This is an optimization exercise on Yosys and OpenROAD, whose aim is small area, not a production implementation.
RTL that was checked went through simulation tests only; none was proved equivalent to the original.
Only the layout flow was run in run 1; the RTL was not checked for function there.
Power figures rest on the tool's default switching activity, not on a simulated workload.

$ cat standard.sh
#!/bin/bash
# synth_recipe.tcl (not shown) runs the flow's synth.tcl, then flattens the netlist and writes it again
# the make line also repeats each setting of config.mk as NAME=value (left out here)
make -C /OpenROAD-flow-scripts/flow DESIGN_CONFIG=/design/flow/config.mk WORK_HOME=/design/flow/orfs CLKGATE_MAP_FILE= SYNTH_SCRIPT=/design/flow/synth_recipe.tcl "${@:-finish}"
$ cat flow/run.sh
#!/bin/bash
# Standard ORFS layout (the standard.sh) with two changes in how it is made:
# the port buffers use the smallest buffer cell (every port still gets one), and
# clock tree synthesis runs with its own arguments (no dummy balancing loads).
set -euo pipefail
export BUFFER_PORTS_ARGS="-buffer_cell sky130_fd_sc_hd__buf_1"
export CTS_ARGS="-sink_clustering_enable -repair_clock_nets -dont_use_dummy_load -buf_list sky130_fd_sc_hd__clkbuf_4 -sink_clustering_size 12 -sink_clustering_max_diameter 40"
bash standard.sh > standard_flow.log 2>&1
$ cat design.v
module mips_multi #(
  parameter int unsigned ADDR_W   = 32,
  parameter logic [31:0] RESET_PC = 32'h0000_0000
) (
  input  logic              clk,
  input  logic              rst,
  output logic              mem_req,
  output logic              mem_we,
  output logic [ADDR_W-1:0] mem_addr,
  output logic [31:0]       mem_wdata,
  input  logic [31:0]       mem_rdata,
  input  logic              mem_ready,
  output logic              halted,
  output logic [31:0]       retired
);
  localparam logic [3:0] S_CLR = 4'd0;   
  localparam logic [3:0] S_EX1 = 4'd1;   
  localparam logic [3:0] S_EX2 = 4'd2;   
  localparam logic [3:0] S_FW  = 4'd3;   
  localparam logic [3:0] S_LW  = 4'd4;   
  localparam logic [3:0] S_ST  = 4'd5;   
  localparam logic [3:0] S_AL1 = 4'd6;   
  localparam logic [3:0] S_AL2 = 4'd7;   
  localparam logic [3:0] S_HLT = 4'd8;   
  localparam logic [3:0] C_ADD  = 4'd0;
  localparam logic [3:0] C_SUB  = 4'd1;
  localparam logic [3:0] C_AND  = 4'd2;
  localparam logic [3:0] C_OR   = 4'd3;
  localparam logic [3:0] C_SLT  = 4'd4;
  localparam logic [3:0] C_ADDI = 4'd5;
  localparam logic [3:0] C_LW   = 4'd6;
  localparam logic [3:0] C_SW   = 4'd7;
  localparam logic [3:0] C_BEQ  = 4'd8;
  localparam logic [3:0] C_J    = 4'd9;
  localparam logic [3:0] C_JAL  = 4'd10;
  localparam logic [3:0] C_JR   = 4'd11;
  localparam logic [3:0] C_NOP  = 4'd12;
  localparam logic [3:0] C_HALT = 4'd13;
  logic [3:0]  r_state;
  logic [3:0]  r_ph;
  logic [3:0]  r_cls;
  logic [4:0]  r_rs;
  logic [4:0]  r_rt;
  logic        r_sgn;
  logic [31:0] r_x;
  logic [31:0] r_addr;
  logic        r_c;       
  logic        r_pcc;     
  logic        r_kc;      
  logic        r_flag;    
  logic [31:0][31:0] r_ring;
  logic [31:0] r_cnt;
  logic ph0, ph1, ph15, ph_ge1, ph_le7, ph_le8, ph_le13;
  assign ph0     = (r_ph == 4'd0);
  assign ph1     = (r_ph == 4'd1);
  assign ph15    = (r_ph == 4'd15);
  assign ph_ge1  = !ph0;
  assign ph_le7  = (r_ph <= 4'd7);
  assign ph_le8  = (r_ph <= 4'd8);
  assign ph_le13 = (r_ph <= 4'd13);
  logic st_clr, st_ex1, st_ex2_run, st_st;
  assign st_clr = (r_state == S_CLR) || rst;
  assign st_ex1 = (r_state == S_EX1);
  assign st_st  = (r_state == S_ST);
  assign st_ex2_run = (r_state == S_EX2) || (st_st && mem_ready && ph0);
  logic c_rtype, c_add, c_sub, c_and, c_or, c_slt, c_addi, c_lw, c_sw, c_beq, c_j, c_jal, c_jr, c_halt;
  assign c_add  = (r_cls == C_ADD);
  assign c_sub  = (r_cls == C_SUB);
  assign c_and  = (r_cls == C_AND);
  assign c_or   = (r_cls == C_OR);
  assign c_slt  = (r_cls == C_SLT);
  assign c_addi = (r_cls == C_ADDI);
  assign c_lw   = (r_cls == C_LW);
  assign c_sw   = (r_cls == C_SW);
  assign c_beq  = (r_cls == C_BEQ);
  assign c_j    = (r_cls == C_J);
  assign c_jal  = (r_cls == C_JAL);
  assign c_jr   = (r_cls == C_JR);
  assign c_halt = (r_cls == C_HALT);
  assign c_rtype = c_add || c_sub || c_and || c_or || c_slt;
  logic [31:0] q0, q1;     
  logic [1:0]  p;          
  logic [1:0]  k;          
  always_comb begin
    for (int i = 0; i < 32; i++) begin
      q0[i] = r_ring[i][0];
      q1[i] = r_ring[i][1];
    end
    q0[0] = 1'b0;
    q1[0] = 1'b0;
  end
  assign p = r_ring[0][1:0];
  assign k = r_cnt[1:0];
  logic [1:0] a, b;
  logic [3:0] sa_lo, sb_lo;
  logic [7:0] sa_hi, sb_hi;
  logic [7:0] ga0, ga1, gb0, gb1;
  always_comb begin
    for (int j = 0; j < 4; j++) begin
      sa_lo[j] = (r_rs[1:0] == j[1:0]);
      sb_lo[j] = (r_rt[1:0] == j[1:0]);
    end
    for (int j = 0; j < 8; j++) begin
      sa_hi[j] = (r_rs[4:2] == j[2:0]);
      sb_hi[j] = (r_rt[4:2] == j[2:0]);
      ga0[j] = |(q0[4*j +: 4] & sa_lo);
      ga1[j] = |(q1[4*j +: 4] & sa_lo);
      gb0[j] = |(q0[4*j +: 4] & sb_lo);
      gb1[j] = |(q1[4*j +: 4] & sb_lo);
    end
  end
  assign a = {|(ga1 & sa_hi), |(ga0 & sa_hi)};
  assign b = {|(gb1 & sb_hi), |(gb0 & sb_hi)};
  logic [1:0] immb;
  assign immb = (c_beq ? ph_le8 : ph_le7) ? r_x[1:0] : {2{r_sgn}};
  logic [1:0] opb, s;
  logic       cin, c1, cout;
  assign opb  = (c_add ? b : 2'b00) | (c_sub || c_slt ? ~b : 2'b00) |
                (c_addi || c_lw || c_sw ? immb : 2'b00);
  assign cin  = ph0 ? (c_sub || c_slt) : r_c;
  assign s[0] = a[0] ^ opb[0] ^ cin;
  assign c1   = (a[0] & opb[0]) | (a[0] & cin) | (opb[0] & cin);
  assign s[1] = a[1] ^ opb[1] ^ c1;
  assign cout = (a[1] & opb[1]) | (a[1] & c1) | (opb[1] & c1);
  logic ne_all, taken, lt;
  assign ne_all = (!ph0 && r_flag) || (a != b);
  assign taken  = !ne_all;                        
  assign lt     = (a[1] ^ b[1]) ? a[1] : s[1];    
  logic [1:0] pb, ps;
  logic       pcin, pc1;
  assign pb    = st_ex2_run ? (ph_ge1 ? immb : 2'b00) : {1'b0, ph1};
  assign pcin  = ph0 ? 1'b0 : r_pcc;
  assign ps[0] = p[0] ^ pb[0] ^ pcin;
  assign pc1   = (p[0] & pb[0]) | (p[0] & pcin) | (pb[0] & pcin);
  assign ps[1] = p[1] ^ pb[1] ^ pc1;
  logic [1:0] npc;
  logic       pc_we;
  always_comb begin
    npc = ps;
    if (st_ex1 && c_jr) npc = a;
    else if (st_ex1 && (c_j || c_jal)) npc = ph0 ? 2'b00 : (ph_le13 ? r_x[1:0] : ps);
    if (st_clr) npc = 2'b00;
  end
  assign pc_we = st_clr || (st_ex1 && !c_halt) || (st_ex2_run && c_beq);
  logic       wen;
  logic [1:0] wbit;
  logic [4:0] wsel;
  assign wsel = c_rtype ? r_x[15:11] : (c_jal ? 5'd31 : r_rt);
  assign wen  = (st_ex1 && (c_add || c_sub || c_and || c_or || c_addi || c_jal)) ||
                (st_ex2_run && (c_slt || c_lw));
  always_comb begin
    wbit = s;
    if (c_and) wbit = a & b;
    else if (c_or) wbit = a | b;
    else if (c_slt) wbit = {1'b0, ph0 && r_flag};
    else if (c_lw) wbit = r_x[1:0];
    else if (c_jal) wbit = ps;
    if (st_clr) wbit = 2'b00;
  end
  logic [7:0] wdec_hi;
  logic [3:0] wdec_lo;
  always_comb begin
    for (int j = 0; j < 8; j++) wdec_hi[j] = st_clr || (wen && (wsel[4:2] == j[2:0]));
    for (int j = 0; j < 4; j++) wdec_lo[j] = st_clr || (wsel[1:0] == j[1:0]);
  end
  logic [7:0][1:0] whi_w;
  always_comb for (int j = 0; j < 8; j++) whi_w[j] = wbit & {2{wdec_hi[j]}};
  logic [1:0] anb;
  logic       aw;
  always_comb begin
    anb = npc;
    if (st_ex1 && (c_lw || c_sw)) anb = s;
    else if (st_ex1 && c_halt) anb = k;
    else if (st_ex2_run) anb = c_beq ? ps : p;
    if (st_clr) anb = 2'b00;
  end
  assign aw = st_clr || st_ex1 || st_ex2_run;
  logic [3:0] adec_hi;
  logic [3:0] adec_lo;
  always_comb begin
    for (int j = 0; j < 4; j++) adec_hi[j] = rst || (aw && (r_ph[3:2] == j[1:0]));
    for (int j = 0; j < 4; j++) adec_lo[j] = rst || (r_ph[1:0] == j[1:0]);
  end
  always_ff @(posedge clk) begin
    for (int i = 0; i < 16; i++)
      if (adec_hi[i / 4] && adec_lo[i % 4]) r_addr[2*i +: 2] <= anb & {2{!rst}};
  end
  logic xsh, x_ld;
  assign xsh = (st_ex1 && (c_addi || c_lw || c_sw)) ||
               (st_ex1 && (c_j || c_jal) && ph_ge1) ||
               (st_ex2_run && c_beq && ph_ge1 && ph_le8) ||
               (st_ex2_run && c_lw);
  logic pass15, req_end;
  assign pass15 = ph15 && (st_clr || st_ex1 || (r_state == S_EX2));
  assign req_end = st_clr || (r_state == S_EX2) ||
                   (st_ex1 && !c_slt && !c_sw && !c_halt && !(c_beq && taken));
  always_comb begin
    mem_req = 1'b0;
    if (!rst) begin
      if (pass15) mem_req = req_end;
      else if (r_state == S_FW || r_state == S_LW || st_st) mem_req = 1'b1;
    end
  end
  assign mem_we    = st_st;
  assign mem_addr  = {(pass15 ? anb : r_addr[31:30]), r_addr[29:0]};
  assign mem_wdata = r_x;
  logic is_load_req, acc;
  assign is_load_req = (pass15 && st_ex1 && c_lw) || (r_state == S_LW);
  assign acc   = mem_req && mem_ready;
  assign x_ld  = acc && !st_st;
  logic [5:0] f_op, f_fn;
  logic [3:0] f_cls;
  assign f_op = mem_rdata[31:26];
  assign f_fn = mem_rdata[5:0];
  always_comb begin
    case (f_op)
      6'h00: begin
        case (f_fn)
          6'h20:   f_cls = C_ADD;
          6'h22:   f_cls = C_SUB;
          6'h24:   f_cls = C_AND;
          6'h25:   f_cls = C_OR;
          6'h2A:   f_cls = C_SLT;
          6'h08:   f_cls = C_JR;
          default: f_cls = C_NOP;
        endcase
      end
      6'h08:   f_cls = C_ADDI;
      6'h23:   f_cls = C_LW;
      6'h2B:   f_cls = C_SW;
      6'h04:   f_cls = C_BEQ;
      6'h02:   f_cls = C_J;
      6'h03:   f_cls = C_JAL;
      6'h3F:   f_cls = C_HALT;
      default: f_cls = C_NOP;
    endcase
  end
  assign halted  = (r_state == S_HLT);
  assign retired = r_addr;
  always_ff @(posedge clk) begin
    for (int i = 1; i < 32; i++)
      r_ring[i] <= {({2{wdec_lo[i % 4]}} & whi_w[i / 4]) |
                    (r_ring[i][1:0] & {2{!(wdec_lo[i % 4] && wdec_hi[i / 4])}}),
                    r_ring[i][31:2]};
    r_ring[0] <= {pc_we ? npc : p, r_ring[0][31:2]};
  end
  logic kcin, kc1;
  assign kcin = ph0 ? (st_ex1 && !c_halt) : r_kc;
  assign kc1  = k[0] && kcin;
  always_ff @(posedge clk) begin
    r_cnt <= {{(k[1] ^ kc1), (k[0] ^ kcin)} & {2{!st_clr}}, r_cnt[31:2]};
    r_kc  <= k[1] && kc1 && !ph15;
    r_c   <= cout;
    r_pcc <= (p[1] & pb[1]) | (p[1] & pc1) | (pb[1] & pc1);
    if (st_ex1 && c_slt && ph15) r_flag <= lt;
    else if (st_ex1) r_flag <= ne_all;
  end
  always_ff @(posedge clk) begin
    if (x_ld) r_x <= mem_rdata;
    else if (xsh) r_x <= {b, r_x[31:2]};
  end
  logic fetch_acc;
  assign fetch_acc = acc && !st_st && !is_load_req;
  always_ff @(posedge clk) begin
    if (fetch_acc) begin
      r_cls <= f_cls;
      r_rs  <= mem_rdata[25:21];
      r_rt  <= mem_rdata[20:16];
      r_sgn <= mem_rdata[15];
    end
  end
  always_ff @(posedge clk) begin
    if (rst) begin
      r_state <= S_CLR;
      r_ph    <= 4'd1;
    end else begin
      r_ph <= r_ph + 4'd1;
      case (r_state)
        S_CLR: if (ph15) r_state <= mem_ready ? S_EX1 : S_FW;
        S_EX1: if (ph15) begin
          if (c_halt) r_state <= S_HLT;
          else if (c_sw) r_state <= S_ST;
          else if (c_slt || (c_beq && taken)) r_state <= S_EX2;
          else if (c_lw) r_state <= mem_ready ? S_EX2 : S_LW;
          else r_state <= mem_ready ? S_EX1 : S_FW;
        end
        S_EX2: if (ph15) r_state <= mem_ready ? S_EX1 : S_FW;
        S_FW:  if (mem_ready) r_state <= ph15 ? S_EX1 : S_AL1;
        S_LW:  if (mem_ready) r_state <= ph15 ? S_EX2 : S_AL2;
        S_ST:  if (mem_ready) r_state <= ph0 ? S_EX2 : S_AL2;
        S_AL1: if (ph15) r_state <= S_EX1;
        S_AL2: if (ph15) r_state <= S_EX2;
        S_HLT: r_state <= S_HLT;
        default: r_state <= S_CLR;
      endcase
    end
  end
endmodule
$ cat constraint.sdc
create_clock -name core_clock -period 10.0 [get_ports {clk}]
set_input_delay 2.0000 -clock core_clock [delete_from_list [all_inputs] [get_ports {clk}]]
set_output_delay 2.0000 -clock core_clock [all_outputs]
set_load 0.01 [all_outputs]
$ cat config.mk
export PLATFORM = sky130hd
export DESIGN_NAME = mips_multi
export DESIGN_NICKNAME = mips_multi
export VERILOG_FILES = /design/flow/design.v
export SDC_FILE = /design/flow/constraint.sdc
export NUM_CORES = 4
export LEC_CHECK = 0
export ABC_AREA = 1
export CAP_MARGIN = 0
export CORE_MARGIN = 2
export CORE_UTILIZATION = 45
export SLEW_MARGIN = 0
==> impl_metrics.ini, run 1 <==
[run_status]
outcome = timing/DRC/antenna clean

[power_and_ir_drop]
switching_share = 0.203
combPwrFrac = 0.019
seqPwrFrac = 0.716
intPower_mw = 5.26
p_clk_frac = 0.264
p_sw_mw = 1.34
vdd_drop_max_mv = 0.0886
power-per-cell-area_nw_per_um2 = 216
power_leakage_nw = 12.4
power_mw = 6.60

[critical_path]
end_kind = output port
required_ns = 8.00
worstPathArrival_ns = 5.83
reg2reg_depth = 21
slowest_delay_ns = 1.02
path_cells = inv_1 > nor2_1 > nand2_1 > nand4_1 > nand2_1 > nand2_1 > a211oi_1 > nand2_1 > inv_1 > nor3_1 > nor2_1 > fa_1 > inv_1 > fa_1 > o21ai_0 > inv_1 > nand3_1 > nand2_1 > buf_1
startpoint_type = register
critPathSlowestCell = nor2_1
path_max_fanout = 31
path_common_cell = nand2_1
path_class = register to output port

[sta]
final_hold_viol_count = 0
setup_viol = 0
fin_setup_tns_ns = 0
worstMarginPinSlew_ns = 1.24
fin_crit_sh = 0.783
slew_headroom = 0.176
rsz0062_at_grt = false
drv_slew = 0
skew_ns = 0.139
fin_ws_ns = 2.17
clock.fmax_ghz = 0.128
fin_crit_ns = 7.83

[logic_synthesis]
synth_cells = 2119
synthDistinctLibCells = 44
synth.avg_cell_area_um2 = 13.4
synth_seq_cells = 1147
yosysWarnings = 1
synth_area_um2 = 28500
synth_top_area_share = 0.751
seq_area_frac_synth = 0.835
yosysTopAreaCell = dfxtp_1
synthTopCellsByArea = dfxtp_1 75%, edfxtp_1 8.4%, nand2_1 4.3%, nand3_1 1.8%, inv_1 1.5%
syn_nets = 2170

[global_route]
grt.overflow.total = 0
antenna_found_initial = 3
grt_usage = 0.151
grt_pass1_vias = 13800
grt_pass1_wl_um = 76500
grt_max_degree = 67

[clocking]
cts-resized-gates = 0
clkLatencyLatePin_ns = 0.88
post_cts_buffers = 0
cts-root-buf = clkbuf_4
cts_sinks = 1147
cts_tree = built
cts_hold_buf = 0
cts_buffers = 115
max-clock-path-buffers = 3
ctsHtreeMaxLevel = 3
clk_pin_slew_ns = 0.11

[final_layout]
final_util = 0.487
syn_to_final_growth_pct = 7.36
layout-drive-gt1-share = 0.0762
design_area_um2 = 30500
fin_nets = 2363
fillers = 5488

[worst_hold_path]
min_path_type = register to register
hold_depth = 0

[placement]
io_buffer_count = 133
place_congestion = 0.884
place_area_um2 = 29700
hpwl_um = 33300
dp_slack_ns = 3.02

[detailed_routing]
wirelength_um = 49100
ant_nets = 0
route.detailed.drc = 0
viasPerCell = 4.58
routedWlPerCell_um = 15.5
drt-pass1-iter-count = 6
via_count = 14500
drt-initial-drc-count = 1122

[floorplanning]
io_pins = 134
dieArea_um2 = 65300
fp-row-count = 92
start_util = 0.454
chipHeight_um = 255
die_w_um = 255
core_area_um2 = 62700

[job]
drv_cap = 0
[metrics by stage]
| step | hold WS [ns] | cells |
|---|---|---|
| floorplan | 0.310 | 2119 |
| global placement | 0.310 | 3041 |
| detailed placement | 0.312 | 3041 |
| CTS | 0.166 | 3156 |
| global route | 0.165 | 3160 |
| finish | 0.180 | 3160 |
[per-layer routing]
layer	global-route usage	vias to the layer above	routed length (µm)
met5	0	-	0
met4	0.0598	0	1390
met3	0.0378	114	3400
met2	0.224	510	20600
met1	0.212	6716	23700
li1	-	7137	-
[kinds of logic (layout without fill, tap and decap cells)]
family | Yosys count | in the layout | share of synthesized area
flip-flops | 1147 | 1147 | 0.835
AO/OA/AOI/OAI | 188 | 188 | 0.0394
other | 0 | 4 | 0
AND/OR/NAND/NOR | 579 | 579 | 0.0866
adder cells (fa/ha/maj) | 16 | 16 | 0.00809
buffers and inverters | 188 | 379 | 0.0305
XOR/XNOR | 1 | 1 | 0.000308
[layout by cell type, fill, tap and decap left out, types with 17 or more instances in the layout]
cell and count:
nor2_1 80, nand2_1 324, nor3_1 28, nand3_1 103
edfxtp_1 80, o21ai_2 19, nand4_1 27, buf_1 133
o21ai_1 64, a21oi_1 17, clkbuf_4 115, dfxtp_1 1067
inv_1 111, o21ai_0 56
[cell type report]
| type | count | area (µm²) | share of cell area |
|---|---|---|---|
| inverter | 123 | 464 | 0.0152 |
| multi-input combinational | 784 | 3830 | 0.125 |
| clock buffer | 115 | 863 | 0.0283 |
| antenna | 4 | 10.0 | 0.000328 |
| sequential | 1147 | 23800 | 0.778 |
| tap | 846 | 1060 | 0.0347 |
| timing repair buffer | 141 | 559 | 0.0183 |
[cell usage after synthesis (all sizes together)]
master / number
a32oi: 1
nor3: 29
nand4: 27
o2111ai: 2
a41oi: 2
clkinv: 1
o221ai: 1
xnor2: 1
nand3: 103
a22o: 1
o22ai: 8
inv: 122
o21ai: 141
a21oi: 21
clkbuf: 23
or2: 1
edfxtp: 80
o211ai: 2
a31oi: 5
a211oi: 1
fa: 4
nor2: 88
nand2: 328
dfxtp: 1067
o31ai: 3
ha: 12
and2: 1
buf: 42
nand3b: 1
nor4: 1
[sequential cells by signal, summed over array words and instances, names as in the netlist]
name	count
r_addr	32
r_x	32
r_cnt	32
r_sgn	1
r_c	1
r_cls	4
r_ring	1024
r_ph	4
r_pcc	1
r_state	4
r_kc	1
r_rs	5
r_flag	1
r_rt	5
[worst max-delay path, delay by kind of cell (launching register included)]
kind | cells | cell delay (ns)
AO/OA/AOI/OAI | 2 | 0.30
adder cells (fa/ha/maj) | 2 | 0.83
buffers and inverters | 5 | 1.01
flip-flops | 1 | 0.84
AND/OR/NAND/NOR | 10 | 2.00
[power groups by stage]
stage	Combinational [mW]	Clock (mW)	Sequential [mW]
2_1_floorplan	0.0832	0	4.82
3_3_place_gp	0.126	0	4.83
3_5_place_dp	0.126	0	4.83
4_1_cts	0.127	1.85	4.73
5_1_grt	0.140	2.03	4.74
6_report	0.127	1.74	4.72
[path summary, 6_finish.rpt]
path          startpoint            to  slack [ns]
min          r_ring[944]   r_ring[942]        0.18
max              r_rt[0]  mem_addr[31]        2.17
max reg2reg      r_rt[0]   r_ring[191]        4.00
min reg2reg  r_ring[944]   r_ring[942]        0.18
==> inputs of run 2 (changes only) <==
--- a/design.v
+++ b/design.v
@@ -93,23 +93,11 @@
   assign k = r_cnt[1:0];
   logic [1:0] a, b;
-  logic [3:0] sa_lo, sb_lo;
-  logic [7:0] sa_hi, sb_hi;
-  logic [7:0] ga0, ga1, gb0, gb1;
-  always_comb begin
-    for (int j = 0; j < 4; j++) begin
-      sa_lo[j] = (r_rs[1:0] == j[1:0]);
-      sb_lo[j] = (r_rt[1:0] == j[1:0]);
-    end
-    for (int j = 0; j < 8; j++) begin
-      sa_hi[j] = (r_rs[4:2] == j[2:0]);
-      sb_hi[j] = (r_rt[4:2] == j[2:0]);
-      ga0[j] = |(q0[4*j +: 4] & sa_lo);
-      ga1[j] = |(q1[4*j +: 4] & sa_lo);
-      gb0[j] = |(q0[4*j +: 4] & sb_lo);
-      gb1[j] = |(q1[4*j +: 4] & sb_lo);
-    end
-  end
-  assign a = {|(ga1 & sa_hi), |(ga0 & sa_hi)};
-  assign b = {|(gb1 & sb_hi), |(gb0 & sb_hi)};
+  logic [31:0] oh_a, oh_b;
+  always_comb for (int i = 0; i < 32; i++) begin
+    oh_a[i] = (r_rs == i[4:0]);
+    oh_b[i] = (r_rt == i[4:0]);
+  end
+  assign a = {|(q1 & oh_a), |(q0 & oh_a)};
+  assign b = {|(q1 & oh_b), |(q0 & oh_b)};
   logic [1:0] immb;
   assign immb = (c_beq ? ph_le8 : ph_le7) ? r_x[1:0] : {2{r_sgn}};
@@ -164,6 +152,4 @@
     for (int j = 0; j < 4; j++) wdec_lo[j] = st_clr || (wsel[1:0] == j[1:0]);
   end
-  logic [7:0][1:0] whi_w;
-  always_comb for (int j = 0; j < 8; j++) whi_w[j] = wbit & {2{wdec_hi[j]}};
   logic [1:0] anb;
   logic       aw;
@@ -240,7 +226,5 @@
   always_ff @(posedge clk) begin
     for (int i = 1; i < 32; i++)
-      r_ring[i] <= {({2{wdec_lo[i % 4]}} & whi_w[i / 4]) |
-                    (r_ring[i][1:0] & {2{!(wdec_lo[i % 4] && wdec_hi[i / 4])}}),
-                    r_ring[i][31:2]};
+      r_ring[i] <= {(wdec_hi[i / 4] && wdec_lo[i % 4]) ? wbit : r_ring[i][1:0], r_ring[i][31:2]};
     r_ring[0] <= {pc_we ? npc : p, r_ring[0][31:2]};
   end
==> run 2 against run 1 <==
Still clean on timing, DRC and antenna. Design area grew 1.3%. Synthesized cell count rose by 3.7%. Clock-buffer cell count unchanged. Synthesized area up 1.2%. Utilization is 0.25 points higher. Sequential share of layout area fell by 0.96 points. Via count is 3.8% higher. Critical path depth unchanged. Largest cell class unchanged. Highest routed layer unchanged.
==> impl_metrics.ini, run 2 <==
[final_layout]
multiInputGateArea_um2 = 4090
layout_common_cells = 1067 x dfxtp_1, 297 x nand2_1, 156 x nor2_1, 138 x nand3_1, 133 x buf_1
layout-drive-gt1-share = 0.0794
final_cells = 3247
fin_nets = 2446
final-seq-area_um2 = 23800
layout_commonest_cell = dfxtp_1
largest_reg_flops = 1024
largest-register = r_ring
fillers = 5584
syn_to_final_growth_pct = 7.36

[floorplanning]
fp-row-count = 92
core_area_um2 = 63200
io_pins = 134
die_w_um = 257
chipHeight_um = 257
start_util = 0.456
dieArea_um2 = 66100

[sta]
skew_ns = 0.172
fin_crit_sh = 0.716
slew_headroom = 0.214
fin_setup_tns_ns = 0
clock.fmax_ghz = 0.140
final_hold_viol_count = 0
fin_crit_ns = 7.16
rsz0062_at_grt = false
worstMarginPinSlew_ns = 1.18
drv_slew = 0
setup_viol = 0

[critical_path]
path_max_fanout = 25
critical_path.startpoint = r_rt[4]
end_kind = output port
worstPathArrival_ns = 5.16
startpoint_type = register
reg2reg_depth = 21
timing.rr.start = r_rt[4]
path_class = register to output port
required_ns = 8.00

[logic_synthesis]
yosysWarnings = 1
yosysTopAreaCell = dfxtp_1
synthTopCellsByArea = dfxtp_1 74%, edfxtp_1 8.3%, nand2_1 3.9%, nand3_1 2.4%, nor2_1 2.0%
synth.avg_cell_area_um2 = 13.1
synth_cells = 2198
synthDistinctLibCells = 41
synth_top_family_by_area = simple AND/OR/NAND/NOR gates
synth_top_area_share = 0.741
syn_nets = 2248
synth.area.mux_share = 0.000347
synth_area_um2 = 28800
yosysMostFrequentCell = dfxtp_1
seq_area_frac_synth = 0.825
synthArstFlopShare = 0
netlist_top_cells_count = 1067 x dfxtp_1, 297 x nand2_1, 157 x nor2_1
synthSimpleGateAreaFrac = 0.102
synth-adder-area-share = 0.00756
synth-compound-area-share = 0.0317
synth_seq_cells = 1147
synth_edf_count = 80
yosys_most_used_dff = dfxtp_1
synth_xor_area_frac = 0.000304

[power_and_ir_drop]
intPower_mw = 5.25
power_leakage_nw = 12.7
combPwrFrac = 0.022
p_sw_mw = 1.36
switching_share = 0.206
p_clk_frac = 0.265
power-per-cell-area_nw_per_um2 = 214
vdd_drop_max_mv = 0.149
seqPwrFrac = 0.713

[placement]
dp_cells = 3125
hpwl_um = 40700
io_buffer_count = 133
place_congestion = 0.882

[detailed_routing]
drt-initial-drc-count = 1093
routedWlPerCell_um = 17.5
ant_nets = 0
viasPerCell = 4.63
via_count = 15000
route.detailed.drc = 0
wirelength_um = 56700
drt-pass1-iter-count = 6

[global_route]
grt_pass1_wl_um = 85700
grt.overflow.total = 0
grt_max_degree = 67
antenna_found_initial = 3
grt_pass1_vias = 14600
grt_usage = 0.173

[clocking]
cts_hold_buf = 0
cts_sinks = 1147
cts-resized-gates = 0
clk_pin_slew_ns = 0.12
cts-root-buf = clkbuf_4
max-clock-path-buffers = 3
post_cts_buffers = 0
clkLatencyLatePin_ns = 0.95
cts_tree = built
ctsHtreeMaxLevel = 3
cts_buffers = 115

[worst_hold_path]
min_path_type = register to register
min_from = r_ring[28]
hold_depth = 0

[job]
drv_cap = 0

[run_status]
outcome = timing/DRC/antenna clean
==> run 2: cell count changes after synthesis, moves of 7 or more <==
cell      delta
buf_2        +7
nor2_1      +77
o21ai_1     -41
inv_2        +8
nand4_1     +21
nor3_1      -15
inv_1       +21
clkbuf_1    -12
nand3_1     +35
nand2_1     -27
==> run 2: layer usage <==
layer,global-route usage,wire [µm],vias to the layer above
li1,-,-,7381
met1,0.243,27400,7032
met2,0.260,24300,482
met3,0.0408,3110,127
met4,0.0683,1910,0
met5,0,0,-
==> run 2: final cells by class <==
cell class	instances	share of cell area
Timing Repair Buffer	143	0.0186
Tap cell	846	0.0342
Clock buffer	115	0.0279
Inverter	150	0.0182
Sequential cell	1147	0.768
Antenna cell	7	0.000566
Multi-Input combinational cell	839	0.132
==> run 2: power groups by stage <==
stage | Clock, mW | Sequential [mW] | Combinational (mW)
finish | 1.75 | 4.72 | 0.144
global route | 2.03 | 4.73 | 0.158
CTS | 1.86 | 4.72 | 0.144
detailed placement | 0 | 4.82 | 0.143
global placement | 0 | 4.82 | 0.143
floorplan | 0 | 4.82 | 0.0885
==> run 2: worst paths after layout <==
kind | end | slack [ns]
hold / removal | r_ring[26] | 0.25
hold reg to reg | r_ring[26] | 0.25
setup / recovery | mem_addr[31] | 2.84
setup reg to reg | r_x[31] | 4.62
==> run 2: cells by family after synthesis <==
kind of cell,Yosys count
adders and majority gates,15
buffers and inverters,212
and+or+nand+nor,676
muxes,1
DFF,1147
xor gates and xnor gates,1
AOI/OAI and AO/OA,146
==> run 2: worst max-delay path: stages (launching register included) <==
cell,delay [ns]
edfxtp_1,0.36
buf_4,0.29
inv_1,0.24
buf_4,0.28
nor3_1,0.70
nand3_1,0.19
nand2_1,0.11
nor2_1,0.07
nand4_1,0.09
nor2_1,0.09
inv_1,0.11
a21oi_1,0.10
fa_1,0.40
inv_1,0.08
fa_1,0.48
o21ai_0,0.27
inv_1,0.06
nand3_1,0.09
nand2_1,0.06
buf_1,0.12
==> run 2: through the flow <==
stage	utilization	power, mW	hold WS (ns)	instance area, µm²	worst slack, ns
detailed placement	0.475	4.97	0.312	30000	3.28
floorplan	-	4.91	0.310	28800	3.91
global placement	0.475	4.96	0.310	30000	3.29
global route	0.489	6.92	0.234	30900	2.39
finish	0.489	6.61	0.253	30900	2.84
CTS	0.489	6.72	0.227	30900	2.74

[port drivers added, routing unchanged]
In the flow no input, the clock included, has a driving cell. The finished layouts below were timed again as built, in two steps.
Step 1 (the two cells are an assumption about what drives the block):
set clk [get_ports {clk}]
set_driving_cell -lib_cell sky130_fd_sc_hd__clkbuf_16 $clk
set_driving_cell -lib_cell sky130_fd_sc_hd__buf_2 [delete_from_list [all_inputs] $clk]
Step 2 moves the port delays by t, midway between the first and last clock arrival at a register: inputs arrive t later, outputs are due t later. That takes back most of the time a late clock gives input paths.
a / b / c = ideal / step 1 / step 2; a / b = the first two.
run | shift t [ns] | setup WS [ns] | hold WS [ns] | worst setup path after step 2
run 1 | 0.869 | 2.172 / 2.123 / 2.984 | 0.180 / 0.180 / 0.180 | input to output
run 2 | 0.918 | 2.840 / 2.786 / 3.249 | 0.253 / 0.253 / 0.253 | input to output
After both steps every run listed still meets setup and hold.
